From an optimization exercise on the open Yosys and OpenROAD flow, aimed at small area, a short achievable clock period and few clock cycles per item; shortcuts taken in it are not production practice. At most, simulation tests tie the RTL to the original design; equivalence was not proved. Function not checked in runs 2 and 3: the RTL went through the layout flow alone. Power figures rest on the tool's default switching activity, not on a simulated workload.

==> flow/design.v, too long to show whole: its modules and the start of the top module <==
// module instr_decoder: 36 lines
// module instr_queue: 42 lines
// module instruction_issue: 89 lines
// module execute_cluster: 148 lines
// module mul_csa: 825 lines
// module core_issue_top: 101 lines
module core_issue_top (
    input  logic                   clk,
    input  logic                   rst,
    input  logic                   instr_valid,
    input  logic [31:0]            instr_word,
    input  logic                   flush,
    output logic                   stall,
    output logic                   wb_valid,
    output logic [5-1:0] wb_rd,
    output logic [32-1:0]       wb_data
);
  // ...
==> flow/run.sh <==
#!/bin/bash
# synth_recipe.tcl (not shown) runs the flow's synth.tcl, then flattens the netlist and writes it again
# the make line also repeats each setting of config.mk as NAME=value (left out here)
make -C /OpenROAD-flow-scripts/flow DESIGN_CONFIG=/design/flow/config.mk WORK_HOME=/design/flow/orfs CLKGATE_MAP_FILE= SYNTH_SCRIPT=/design/flow/synth_recipe.tcl finish
==> flow/config.mk <==
export PLATFORM = sky130hd
export DESIGN_NAME = core_issue_top
export DESIGN_NICKNAME = core_issue_top
export VERILOG_FILES = /design/flow/design.v
export SDC_FILE = /design/flow/constraint.sdc
export NUM_CORES = 4
export LEC_CHECK = 0
export CAP_MARGIN = 20
export CORE_MARGIN = 2
export CORE_UTILIZATION = 40
export SLEW_MARGIN = 20
==> flow/constraint.sdc <==
create_clock -name core_clock -period 7.0 [get_ports {clk}]
set_input_delay 1.4000 -clock core_clock [delete_from_list [all_inputs] [get_ports {clk}]]
set_output_delay 1.4000 -clock core_clock [all_outputs]
set_load 0.01 [all_outputs]
==> results by group, run 1 <==
Global route
  – Vias in the first global route: 53369
  – Total grt overflow: 0
  – Largest net degree at the start of global routing: 127

Logic synthesis
  – Post-Syn Instances: 5845
  – Synthesis-stage register bit count: 1347
  – Library cells used by synthesis: 103
  – Xor/xnor share of the synthesized area: 0.0435
  – Number of flops mapped to enable cells by yosys: 1160

CTS
  – Root buf cell: clkbuf_16
  – CTS tree: yes
  – Post-CTS Hold Fix Bufs: 0

Die
  – Initial core utilization: 0.403
  – Row count: 163
  – DIE AREA: 0.203 sq mm

Route
  – Routed wl met2: 127000 microns
  – DRT iter0 DRCs: 7424
  – Initial DRT Pass Iterations: 7

Pwr
  – Combinational Power Share: 0.494
  – Final Total Pwr: 33.3 mW
  – Seq pwr: 8.98 mW
  – Net Sw Power: 13.4 mW

Final layout
  – Max reg flops: 992
  – Most frequent cells in the layout: 1160 x edfxtp_1, 585 x mux4_2, 355 x nand2_1
  – Largest class: registers
  – Final cell count without fillers: 8581
  – Multi-input logic area: 0.0385 sq mm

STA
  – Tcrit/Tclk final: 0.854
  – Fmax: 167 MHz
  – Worst Clk Skew: 79.6 ps

Outcome
  – Status: complete, no violations

Worst setup path
  – Critical path arrival: 6580 ps

Placed design
  – Cells after DPL: 8307
Testbench counts, summed over its fixed seeds: cycles 18,614, instrs 16,000.
==> module execute_cluster, before the edit <==
module execute_cluster (
    input  logic                   clk,
    input  logic                   rst,
    input  logic                   ex_alu,
    input  logic                   ex_mul,
    input  logic                   ex_div,
    input  logic [5-1:0] ex_rd,
    input  logic [2:0]             ex_funct3,
    input  logic                   ex_sub,
    input  logic [32-1:0]       ex_a,
    input  logic [32-1:0]       ex_b,
    output logic [32-1:0]       alu_res,
    input  logic                   issue_div,
    input  logic [5-1:0] issue_rd,
    input  logic                   issue_rem,
    output logic                   s2_valid,
    output logic [5-1:0] s2_rd,
    output logic [32-1:0]       s2_res,
    output logic                   div_busy,
    output logic [5-1:0] div_rd,
    output logic                   div_resv,
    output logic                   rf_we,
    output logic [5-1:0] rf_waddr,
    output logic [32-1:0]       rf_wdata,
    output logic                   wb_valid,
    output logic [5-1:0] wb_rd,
    output logic [32-1:0]       wb_data
);
    logic [32-1:0] alu_b;
    logic [32-1:0] alu_sum;
    assign alu_b   = ex_sub ? ~ex_b : ex_b;
    assign alu_sum = ex_a + alu_b + {{(32-1){1'b0}}, ex_sub};
    always_comb begin
        case (ex_funct3)
            3'b100:  alu_res = ex_a ^ ex_b;
            3'b110:  alu_res = ex_a | ex_b;
            3'b111:  alu_res = ex_a & ex_b;
            default: alu_res = alu_sum;
        endcase
    end
    logic [32-1:0] mul_s;
    logic [32-1:0] mul_c;
    mul_csa u_mul (
        .a (ex_a),
        .b (ex_b),
        .s (mul_s),
        .c (mul_c)
    );
    logic [32-1:0] s2_s;
    logic [32-1:0] s2_c;
    always_ff @(posedge clk) begin
        if (rst)
            s2_valid <= 1'b0;
        else
            s2_valid <= ex_alu || ex_mul;
    end
    always_ff @(posedge clk) begin
        s2_rd <= ex_rd;
        s2_s  <= ex_mul ? mul_s : alu_res;
        s2_c  <= ex_mul ? mul_c : '0;
    end
    assign s2_res = s2_s + s2_c;
    function automatic [5:0] clz32(input [31:0] x);
        integer i;
        begin
            clz32 = 6'd32;
            for (i = 0; i < 32; i = i + 1)
                if (x[i])
                    clz32 = 31 - i;
        end
    endfunction
    logic [5:0]       za;
    logic [5:0]       zb;
    logic             b_zero;
    logic             b_le;
    logic [5:0]       dsh;
    logic [5:0]       n_steps;
    logic             div_run;
    logic             div_done;
    logic             div_wr;
    logic             div_op_rem;
    logic [5:0]       div_cnt;
    logic [32-1:0] div_rem;
    logic [32-1:0] div_quot;
    logic [32-1:0] div_d;
    logic [32:0]   div_diff;
    logic [32-1:0] div_res;
    assign za      = clz32(ex_a);
    assign zb      = clz32(ex_b);
    assign b_zero  = (ex_b == '0);
    assign b_le    = !b_zero && (zb >= za);
    assign dsh     = zb - za;
    assign n_steps = b_le ? dsh + 6'd1 : 6'd0;
    assign div_diff = {1'b0, div_rem} - {1'b0, div_d};
    assign div_done = div_busy && !ex_div && !div_run;
    assign div_wr   = div_done && !s2_valid;
    assign div_res  = div_op_rem ? div_rem : div_quot;
    assign div_resv = (ex_div && b_le && zb == za) || (div_run && div_cnt == 6'd2) ||
                      (div_done && s2_valid);
    always_ff @(posedge clk) begin
        if (rst) begin
            div_busy <= 1'b0;
            div_run  <= 1'b0;
        end else begin
            if (issue_div)
                div_busy <= 1'b1;
            else if (div_wr)
                div_busy <= 1'b0;
            if (ex_div)
                div_run <= b_le;
            else if (div_run && div_cnt == 6'd1)
                div_run <= 1'b0;
        end
    end
    always_ff @(posedge clk) begin
        if (issue_div) begin
            div_rd     <= issue_rd;
            div_op_rem <= issue_rem;
        end
    end
    always_ff @(posedge clk) begin
        if (ex_div) begin
            div_cnt  <= n_steps;
            div_rem  <= ex_a;
            div_quot <= b_zero ? '1 : '0;
            div_d    <= ex_b << dsh[4:0];
        end else if (div_run) begin
            div_cnt  <= div_cnt - 6'd1;
            div_quot <= {div_quot[32-2:0], !div_diff[32]};
            div_d    <= div_d >> 1;
            if (!div_diff[32])
                div_rem <= div_diff[32-1:0];
        end
    end
    assign rf_we    = s2_valid || div_wr;
    assign rf_waddr = s2_valid ? s2_rd : div_rd;
    assign rf_wdata = s2_valid ? s2_res : div_res;
    always_ff @(posedge clk) begin
        if (rst)
            wb_valid <= 1'b0;
        else
            wb_valid <= rf_we;
    end
    always_ff @(posedge clk) begin
        wb_rd   <= rf_waddr;
        wb_data <= rf_wdata;
    end
endmodule
==> run 2: changes to the inputs <==
--- a/flow/design.v
+++ b/flow/design.v
@@ -265,4 +265,5 @@
     logic [5:0]       n_steps;
     logic             div_run;
+    logic             div_first;
     logic             div_done;
     logic             div_wr;
@@ -284,6 +285,5 @@
     assign div_wr   = div_done && !s2_valid;
     assign div_res  = div_op_rem ? div_rem : div_quot;
-    assign div_resv = (ex_div && b_le && zb == za) || (div_run && div_cnt == 6'd2) ||
-                      (div_done && s2_valid);
+    assign div_resv = div_run && (div_cnt == 6'd2 || (div_cnt == 6'd1 && div_first));
     always_ff @(posedge clk) begin
         if (rst) begin
@@ -308,4 +308,5 @@
     end
     always_ff @(posedge clk) begin
+        div_first <= ex_div;
         if (ex_div) begin
             div_cnt  <= n_steps;
--- a/flow/config.mk
+++ b/flow/config.mk
@@ -6,6 +6,8 @@
 export NUM_CORES = 4
 export LEC_CHECK = 0
+export ABC_CLOCK_PERIOD_IN_PS = 3500
 export CAP_MARGIN = 20
 export CORE_MARGIN = 2
 export CORE_UTILIZATION = 40
+export SETUP_SLACK_MARGIN = 3.5
 export SLEW_MARGIN = 20
==> run 2 against run 1 <==
  * The layout now fails its checks (antenna rules)
  * Utilization up 2.9 points
  * Largest cell class is now multi-input gates
  * Clock skew down 3.2 ps
  * Synthesized cell count shrank 1.4%
  * Global-route usage is 1.6 points higher
  * Highest routed layer unchanged
  * Hold slack worse by 8.3 ps
  * Sequential cell count increased by 1
  * Critical endpoint is now u_execute.s2_s[24]
  * Fmax increased by 19%
  * Register-to-register slack better by 950 ps
==> results by group, run 2 <==
Worst setup path
  – CP Max Fanout: 7
  – Reg-to-Reg End: u_execute.s2_s[24]
  – Worst setup SP type: flop
  – Reg2reg setup slack: 1970 ps
  – Worst EP required: 7650 ps
  – CP endpoint kind: flop
  – Crit Reg-Reg Startpoint: u_issue.ex_b[2]
  – Kind of critical path: flop to flop
  – Reg2reg path depth: 15
  – Critical path arrival: 5680 ps (-900 ps)

Global route
  – Total grt overflow: 0 (unchanged)
  – First-pass GRT wire length: 409000 microns
  – Tot GR Track Use: 0.282
  – Vias in the first global route: 54539 (+2.2%)
  – Largest net degree at the start of global routing: 88 (-31%)
  – Initial antenna violation count: 9

Final layout
  – Layout net count: 6468
  – Multi-input logic area: 0.0407 sq mm (+5.7%)
  – Most frequent cells in the layout: 1160 x edfxtp_1, 585 x mux4_2, 339 x buf_4
  – Layout cells sized above 1: 0.322
  – Final core occ: 0.479
  – Most common cell after layout, fill and taps aside: edfxtp_1
  – FF/Latch Area: 0.0387 sq mm
  – Filler cells: 17035
  – Syn-to-layout area delta: 19.1%
  – Largest Register: u_issue.rf
  – Max reg flops: 992 (unchanged)

STA
  – Tcrit/Tclk final: 0.718 (-0.136)
  – Fmax: 199 MHz (+19%)
  – RSZ-0062 raised after global routing: yes
  – Max-slew violations: 0
  – Worst-margin pin slew: 1250 ps
  – Rel. slew slack: 0.165
  – Final TNS setup: 0 ps
  – Worst Clk Skew: 76.4 ps (-3.23 ps)
  – Final setup fails: 0
  – PnR worst setup slack: 1970 ps
  – Final hold viol count: 0
  – Post-layout minimum cycle time: 5030 ps

Logic synthesis
  – Post-synthesis mux area share: 0.201
  – Sequential share of the synthesized area: 0.487
  – Syn avg cell area: 13.8 sq um
  – Synth Area in Simple Gates: 0.0461
  – Cell taking the most area after synthesis: edfxtp_1
  – Post-synthesis net count: 6214
  – Post-synth top area share: 0.439
  – Compound-Gate Fraction of Synth Area: 0.0966
  – Xor/xnor share of the synthesized area: 0.0481 (+0.00455)
  – Syn. warnings: 3
  – Count leader, synth: edfxtp_1
  – Post-synthesis async set-or-reset flop share: 0
  – Synthesis-stage register bit count: 1348 (+0.074%)
  – Post-Syn Instances: 5761 (-1.4%)
  – Commonest cells in the netlist: 1160 x edfxtp_1, 585 x mux4_2, 334 x xnor2_1, 320 x nand2_1, 309 x inv_1
  – Top_reg_cell synth: edfxtp_1
  – Largest family of logic cells by synthesized area: multiplexers
  – Top post-synthesis cells by area: edfxtp_1 44%, mux4_2 17%, fa_1 4.8%, dfxtp_1 4.7%, xnor2_1 3.7%
  – Adder-cell area share of the yosys netlist: 0.0839
  – Synth Cell Area: 0.0793 sq mm
  – Library cells used by synthesis: 88 (-15%)
  – Number of flops mapped to enable cells by yosys: 1160 (unchanged)

Route
  – DRT iter0 DRCs: 7581 (+2.1%)
  – Routed wire per std cell: 33.3 microns
  – Routed Antenna Nets: 1
  – DRC errors left: 0
  – Final WL: 292000 microns
  – Initial DRT Pass Iterations: 6 (-1)
  – Via count: 55458
  – Vias per inst: 6.31

Placed design
  – Port bufs: 74
  – HPWL Detailed: 184000 microns
  – Gpl congestion: 0.970
  – Post-Place Worst Slack: 1160 ps

CTS
  – CTS max path bufs: 3
  – Clock Pin Slew Worst Setup and Hold Paths: 70 ps
  – Root buf cell: clkbuf_16
  – Post-CTS Hold Fix Bufs: 0 (unchanged)
  – CTS tree: yes
  – Clock latency (worst-skew pair): 820 ps
  – H-tree depth: 4
  – CTS buffer count: 148
  – Clock Sinks: 1348

Die
  – Row count: 163 (unchanged)
  – DIE WIDTH: 449 microns
  – Total core area: 0.197 sq mm
  – Die H: 449 microns
  – DIE AREA: 0.202 sq mm (-0.52%)
  – Initial core utilization: 0.402 (-0.00127)
  – # IOs: 75

Pwr
  – Final Total Pwr: 40.6 mW (+22%)
  – Peak VDD IR: 1270 uV
  – Pleak: 32.8 nW
  – Pwr Density: 430 mW/mm^2

Hold path
  – Hold/Removal Path Class: flop to flop
  – Hold Crit Depth: 0
  – Hold endpoint: u_issue.ex_sub
  – Worst Hold Launch: u_queue.head[23]

Outcome
  – Blocking Checks: antenna rules
  – Status: complete, but fails checks

Job
  – Max_cap viols: 0
## run 2: changes by cell type after synthesis, moves of 10 or more
| cell | change |
|---|---|
| o21ai_0 | +15 |
| inv_1 | -10 |
| xor2_1 | +12 |
| o21a_1 | -12 |
| mux2i_1 | -14 |
| xnor2_1 | +29 |
| nand2_1 | -35 |
| clkbuf_1 | -18 |
| a21oi_1 | +39 |
| o211ai_1 | -27 |
| buf_2 | +18 |
| o21ai_1 | -61 |
| o211a_1 | -15 |
| mux2_2 | +15 |
## run 2: worst max-delay path by stage
stage | start | to | slack, ps | cells after the start
final | u_issue.ex_b[2] | u_execute.s2_s[24] | 1970 | 15
after CTS | u_issue.ex_b[2] | u_execute.s2_s[26] | 2110 | 17
after global placement | u_issue.ex_b[19] | u_execute.s2_s[31] | 1160 | 20
after floorplan | u_issue.ex_b[1] | u_execute.s2_s[31] | 1970 | 23
after detailed placement | u_issue.ex_b[19] | u_execute.s2_s[31] | 1160 | 19
after global routing | u_issue.ex_b[2] | u_execute.s2_s[31] | 1910 | 22
## run 2: where the power goes
part | internal (mW) | total, mW | switching [mW]
sequential | 8.74 | 8.95 | 0.218
combinational | 9.78 | 23.8 | 14.0
clock | 4.46 | 7.89 | 3.43
total | 23.0 | 40.6 | 17.6
## run 2: cell type report
cell class              count  area share
multi-input cells        3656       0.431
flip-flops and latches   1348       0.410
repair buffers            541      0.0581
clock buffers             197      0.0434
well taps                2640      0.0350
inverters                 320      0.0139
clock inverters            76     0.00847
diodes                      7    0.000186
## run 2: critical path, cell delays in order, from the launching register on
cell and delay [ps]:
dfxtp_4 410, clkinvlp_4 140, ha_4 180, mux2_8 320, buf_12 150, a22oi_2 150, xnor2_1 100, ha_1 350
fa_2 640, inv_2 50, fa_1 490, fa_1 510, inv_2 40, fa_2 560, fa_2 530, mux2_4 290
## run 2: cell families after synthesis
group,after synthesis
compound gates,1149
buf+inv,764
fa+ha+maj,417
mux,840
simple gates,808
flops,1348
xor+xnor,435
## run 2: stage by stage
stage / hold slack, ps / cells / instance area [sq um]
after global routing: 347 / 8778 / 94400
after detailed placement: 328 / 8216 / 84100
final: 339 / 8785 / 94400
after floorplan: 323 / 5761 / 80300
after global placement: 323 / 8211 / 84000
after CTS: 341 / 8674 / 92200
## run 2: metal layers
layer / track usage / up-vias / wire length (microns)
met1: 0.378 / 28803 / 113000
met5: 0 / - / 17
met4: 0.135 / 4 / 15900
met3: 0.0517 / 684 / 27400
met2: 0.444 / 3228 / 136000
li1: - / 22739 / -
## run 2: timing repair
action                                  4_1_cts  5_1_grt
endpoints found under the setup margin      528      590
gates cloned                                 15        9
buffers inserted                            170       95
pin swaps                                   103      173
gates resized for setup                     357      294
==> run 3: changes to the inputs <==
--- a/flow/config.mk
+++ b/flow/config.mk
@@ -6,8 +6,8 @@
 export NUM_CORES = 4
 export LEC_CHECK = 0
-export ABC_CLOCK_PERIOD_IN_PS = 3500
+export ABC_CLOCK_PERIOD_IN_PS = 4500
 export CAP_MARGIN = 20
 export CORE_MARGIN = 2
 export CORE_UTILIZATION = 40
-export SETUP_SLACK_MARGIN = 3.5
+export SETUP_SLACK_MARGIN = 2.5
 export SLEW_MARGIN = 20
==> run 3 against run 2 <==
  * Now clean on timing, DRC and antenna
  * Sequential share of layout area grew 1.6 points
  * Highest routed layer unchanged
  * Critical path type unchanged
  * Hold slack improved by 1.4 ps
  * Design area fell by 3.6%
  * Wire length decreased by 2.6%
  * Critical endpoint is now u_execute.s2_s[31]
  * Synthesized area did not move
  * Final cell count shrank 1.9%
  * Utilization fell by 1.7 points
  * Largest power group unchanged
  * Die area stayed put
  * First-iteration DRC count fell by 6.1%
  * Via count down 1.8%
==> results by group, run 3 <==
Worst setup path
  – Crit Reg-Reg Startpoint: u_issue.ex_a[30]
  – Worst setup SP type: flop
  – Crit path max-delay family: adder cells
  – CP most frequent cell: xnor2_1
  – CP endpoint kind: flop
  – Slowest cell delay on critical path: 740 ps (+100 ps)
  – Kind of critical path: flop to flop
  – Worst-path cell chain: xnor2_1 > a21oi_1 > fa_1 > inv_1 > fa_1 > fa_1 > fa_1 > inv_1 > fa_2 > xnor2_2 > xnor2_2 > xnor2_1 > xnor2_1 > xnor2_1 > xnor2_1 > nand2_1 > o21ai_1
  – CP startpoint: u_issue.ex_a[30]
  – Reg2reg setup slack: 2050 ps (+70 ps)
  – Critical path arrival: 5690 ps (about the same)
  – Reg-to-Reg End: u_execute.s2_s[31]
  – CP Max Fanout: 8 (+1)
  – Reg2reg path depth: 17 (+2)
  – Slowest-stage cell, CP: dfxtp_1
  – Critical path buffer and inverter count: 2 (-2)
  – Worst EP required: 7740 ps (+90 ps)

Die
  – Initial core utilization: 0.402 (unchanged)
  – DIE WIDTH: 449 microns (unchanged)
  – Row count: 163 (unchanged)
  – Die H: 449 microns (unchanged)
  – # IOs: 75 (unchanged)
  – DIE AREA: 0.202 sq mm (unchanged)
  – Total core area: 0.197 sq mm (unchanged)

Global route
  – Tot GR Track Use: 0.277 (-0.00510)
  – Initial antenna violation count: 10 (+1)
  – Vias in the first global route: 53600 (-1.7%)
  – Total grt overflow: 0 (unchanged)
  – Largest net degree at the start of global routing: 123 (+40%)
  – First-pass GRT wire length: 402000 microns (-1.7%)

Placed design
  – HPWL Detailed: 187000 microns (+1.4%)
  – Port bufs: 74 (unchanged)
  – Gpl congestion: 0.965 (-0.57%)
  – Placed instance area: 0.0839 sq mm (-0.21%)
  – Post-Place Worst Slack: 1280 ps (+113 ps)

Route
  – Via count: 54487 (-1.8%)
  – Final WL: 285000 microns (-2.6%)
  – DRC errors left: 0 (unchanged)
  – Vias per inst: 6.32 (+0.14%)
  – Routed Antenna Nets: 0 (-1)
  – Routed wire per std cell: 33.0 microns (-0.76%)
  – Initial DRT Pass Iterations: 7 (+1)
  – DRT iter0 DRCs: 7119 (-6.1%)

Logic synthesis
  – Top post-synthesis cells by area: edfxtp_1 44%, mux4_2 17%, fa_1 4.8%, dfxtp_1 4.7%, xnor2_1 3.7%
  – Post-synthesis net count: 6214 (unchanged)
  – Commonest cells in the netlist: 1160 x edfxtp_1, 585 x mux4_2, 334 x xnor2_1, 320 x nand2_1, 309 x inv_1
  – Library cells used by synthesis: 88 (unchanged)
  – Syn. warnings: 3 (unchanged)
  – Sequential share of the synthesized area: 0.487 (unchanged)
  – Post-synth top area share: 0.439 (unchanged)
  – Cell taking the most area after synthesis: edfxtp_1
  – Post-Syn Instances: 5761 (unchanged)
  – Top_reg_cell synth: edfxtp_1
  – Number of flops mapped to enable cells by yosys: 1160 (unchanged)
  – Count leader, synth: edfxtp_1
  – Syn avg cell area: 13.8 sq um (unchanged)
  – Synthesis-stage register bit count: 1348 (unchanged)
  – Post-synthesis async set-or-reset flop share: 0 (unchanged)
  – Synth Cell Area: 0.0793 sq mm (unchanged)

Pwr
  – Final Total Pwr: 37.5 mW (-7.7%)
  – Combinational Power Share: 0.543 (-0.042)
  – Reg power frac: 0.239 (+0.018)
  – Pleak: 31.6 nW (-3.9%)
  – Clk network pwr share: 0.217 (+0.023)
  – Sw frac: 0.417 (-0.0173)
  – P_int: 21.8 mW (-4.9%)
  – Peak VDD IR: 1140 uV (-10%)
  – Net Sw Power: 15.6 mW (-11%)
  – Pwr Density: 412 mW/mm^2 (-4.2%)

STA
  – Final hold viol count: 0 (unchanged)
  – Fin Hold WS: 340 ps (+1.42 ps)
  – Max-slew violations: 0 (unchanged)
  – PnR worst setup slack: 2050 ps (+74.4 ps)
  – Final setup fails: 0 (unchanged)
  – RSZ-0062 raised after global routing: yes
  – Fmax: 202 MHz (+1.5%)
  – Worst-margin pin slew: 1170 ps (-81.2 ps)
  – Post-layout minimum cycle time: 4950 ps (-74.4 ps)
  – Tcrit/Tclk final: 0.707 (-0.0106)
  – Rel. slew slack: 0.212 (+0.0474)
  – Final TNS setup: 0 ps (unchanged)
  – Worst Clk Skew: 90.6 ps (+14.2 ps)

Final layout
  – Most frequent cells in the layout: 1160 x edfxtp_1, 585 x mux4_2, 317 x nand2_1
  – Largest Register: u_issue.rf
  – Most common cell after layout, fill and taps aside: edfxtp_1
  – Syn-to-layout area delta: 14.7%
  – Max reg flops: 992 (unchanged)
  – Layout cells sized above 1: 0.266 (-0.0558)
  – Layout net count: 6300 (-2.6%)
  – Post-route design area: 0.0909 sq mm (-3.6%)

Outcome
  – Status: complete, no violations

Hold path
  – Worst Hold Launch: u_queue.head[23]
  – Hold endpoint: u_issue.ex_sub
  – Hold/Removal Path Class: flop to flop
  – Hold Crit Depth: 0 (unchanged)

CTS
  – CTS max path bufs: 3 (unchanged)
  – CTS buffer count: 149 (+0.68%)
  – Clock latency (worst-skew pair): 820 ps (about the same)
  – H-tree depth: 4 (unchanged)
  – Post-CTS Hold Fix Bufs: 0 (unchanged)
  – Clock Sinks: 1348 (unchanged)
  – CTS tree: yes
  – Clock Pin Slew Worst Setup and Hold Paths: 70 ps (about the same)
  – Root buf cell: clkbuf_16

Job
  – Max_cap viols: 0 (unchanged)
-- run 3: cell count changes in the layout (fill, tap and decap cells not counted), moves of 21 or more --
cell | before | now
inv_1 | 264 | 285
buf_4 | 339 | 245
inv_2 | 38 | 17
buf_6 | 54 | 25
nand2_1 | 295 | 317
mux2i_1 | 74 | 107
o21ai_0 | 196 | 221
-- run 3: metrics by stage --
stage,utilization,instances
floorplan,-,5761
global placement,0.425,8229
detailed placement,0.425,8229
CTS,0.458,8587
global route,0.461,8614
finish,0.461,8619
-- run 3: logic make-up (layout without fill, tap and decap cells) --
| kind of cell | Yosys count | count (layout) | share of synthesized area |
|---|---|---|---|
| buf+inv | 764 | 972 | 0.0379 |
| flops | 1348 | 1348 | 0.487 |
| mux | 840 | 845 | 0.201 |
| xor+xnor | 435 | 435 | 0.0481 |
| compound gates | 1149 | 1149 | 0.0966 |
| other cells | 0 | 5 | 0 |
| fa+ha+maj | 417 | 417 | 0.0839 |
| simple gates | 808 | 808 | 0.0461 |
-- run 3: how the worst max path moves through the flow --
stage                    endpoint  slack, ps  cells past startpoint
3_5_place_dp   u_execute.s2_s[31]       1280                     18
5_1_grt        u_execute.s2_s[31]       1920                     19
3_3_place_gp   u_execute.s2_s[31]       1340                     18
4_1_cts        u_execute.s2_s[28]       2060                     17
2_1_floorplan  u_execute.s2_s[31]       1970                     23
6_report       u_execute.s2_s[31]       2050                     17
-- run 3: final cells by class --
class,count,area (sq um)
fill,17302,106000
multi-input combinational,3654,39100
sequential,1348,38700
clock buffer,194,4000
timing repair buffer,374,3440
tap,2640,3300
inverter,320,1310
clock inverter,84,1030
antenna,5,12.5
-- run 3: per-layer routing --
| metal | vias to the layer above | GRT usage | part of all wire |
|---|---|---|---|
| li1 | 22419 | - | - |
| met1 | 28307 | 0.372 | 0.39 |
| met2 | 3061 | 0.438 | 0.47 |
| met3 | 696 | 0.0480 | 0.086 |
| met4 | 4 | 0.133 | 0.057 |
| met5 | - | 0 | 0.00011 |
-- run 3: power groups by stage --
stage	logic (mW)	clock network, mW	registers, mW
after floorplan	10.7	0	8.98
after global placement	17.8	0	9.15
after detailed placement	17.8	0	9.15
after CTS	19.6	8.25	8.95
after global routing	21.7	8.56	8.96
final	20.4	8.14	8.97
-- run 3: repair_timing --
action,CTS,global route
gates cloned,7,1
resized for setup,222,73
pin swaps,74,46
buffers inserted,73,26
endpoints found under the setup margin,76,99

==> what the ideal ports hide <==
In the flow no input, the clock included, has a driving cell. The finished layouts below were timed again as built, in two steps.
Step 1 (the two cells are an assumption about what drives the block):
set clk [get_ports {clk}]
set_driving_cell -lib_cell sky130_fd_sc_hd__clkbuf_16 $clk
set_driving_cell -lib_cell sky130_fd_sc_hd__buf_2 [delete_from_list [all_inputs] $clk]
Step 2 adds t to the input delays and takes it off the output delays; t is the mean of the earliest and latest rising clock arrival at the registers after step 1. Input paths then give back, and output paths get back, about the clock's delay inside the block.
Three values: ideal, step 1, step 2; two values: the first two.
| run | t, ns | slack for setup (ns) | worst hold slack (ns) | slew at the worst register clock pin (ns) |
|---|---|---|---|---|
| run 1 | 0.871 | 1.023 / 1.023 / 1.023 | 0.347 / 0.347 / 0.347 | 0.07 / 0.07 |
| run 2 | 0.872 | 1.975 / 1.975 / 1.975 | 0.339 / 0.339 / 0.339 | 0.08 / 0.08 |
| run 3 | 0.864 | 2.049 / 2.049 / 2.049 | 0.340 / 0.340 / 0.340 | 0.08 / 0.08 |
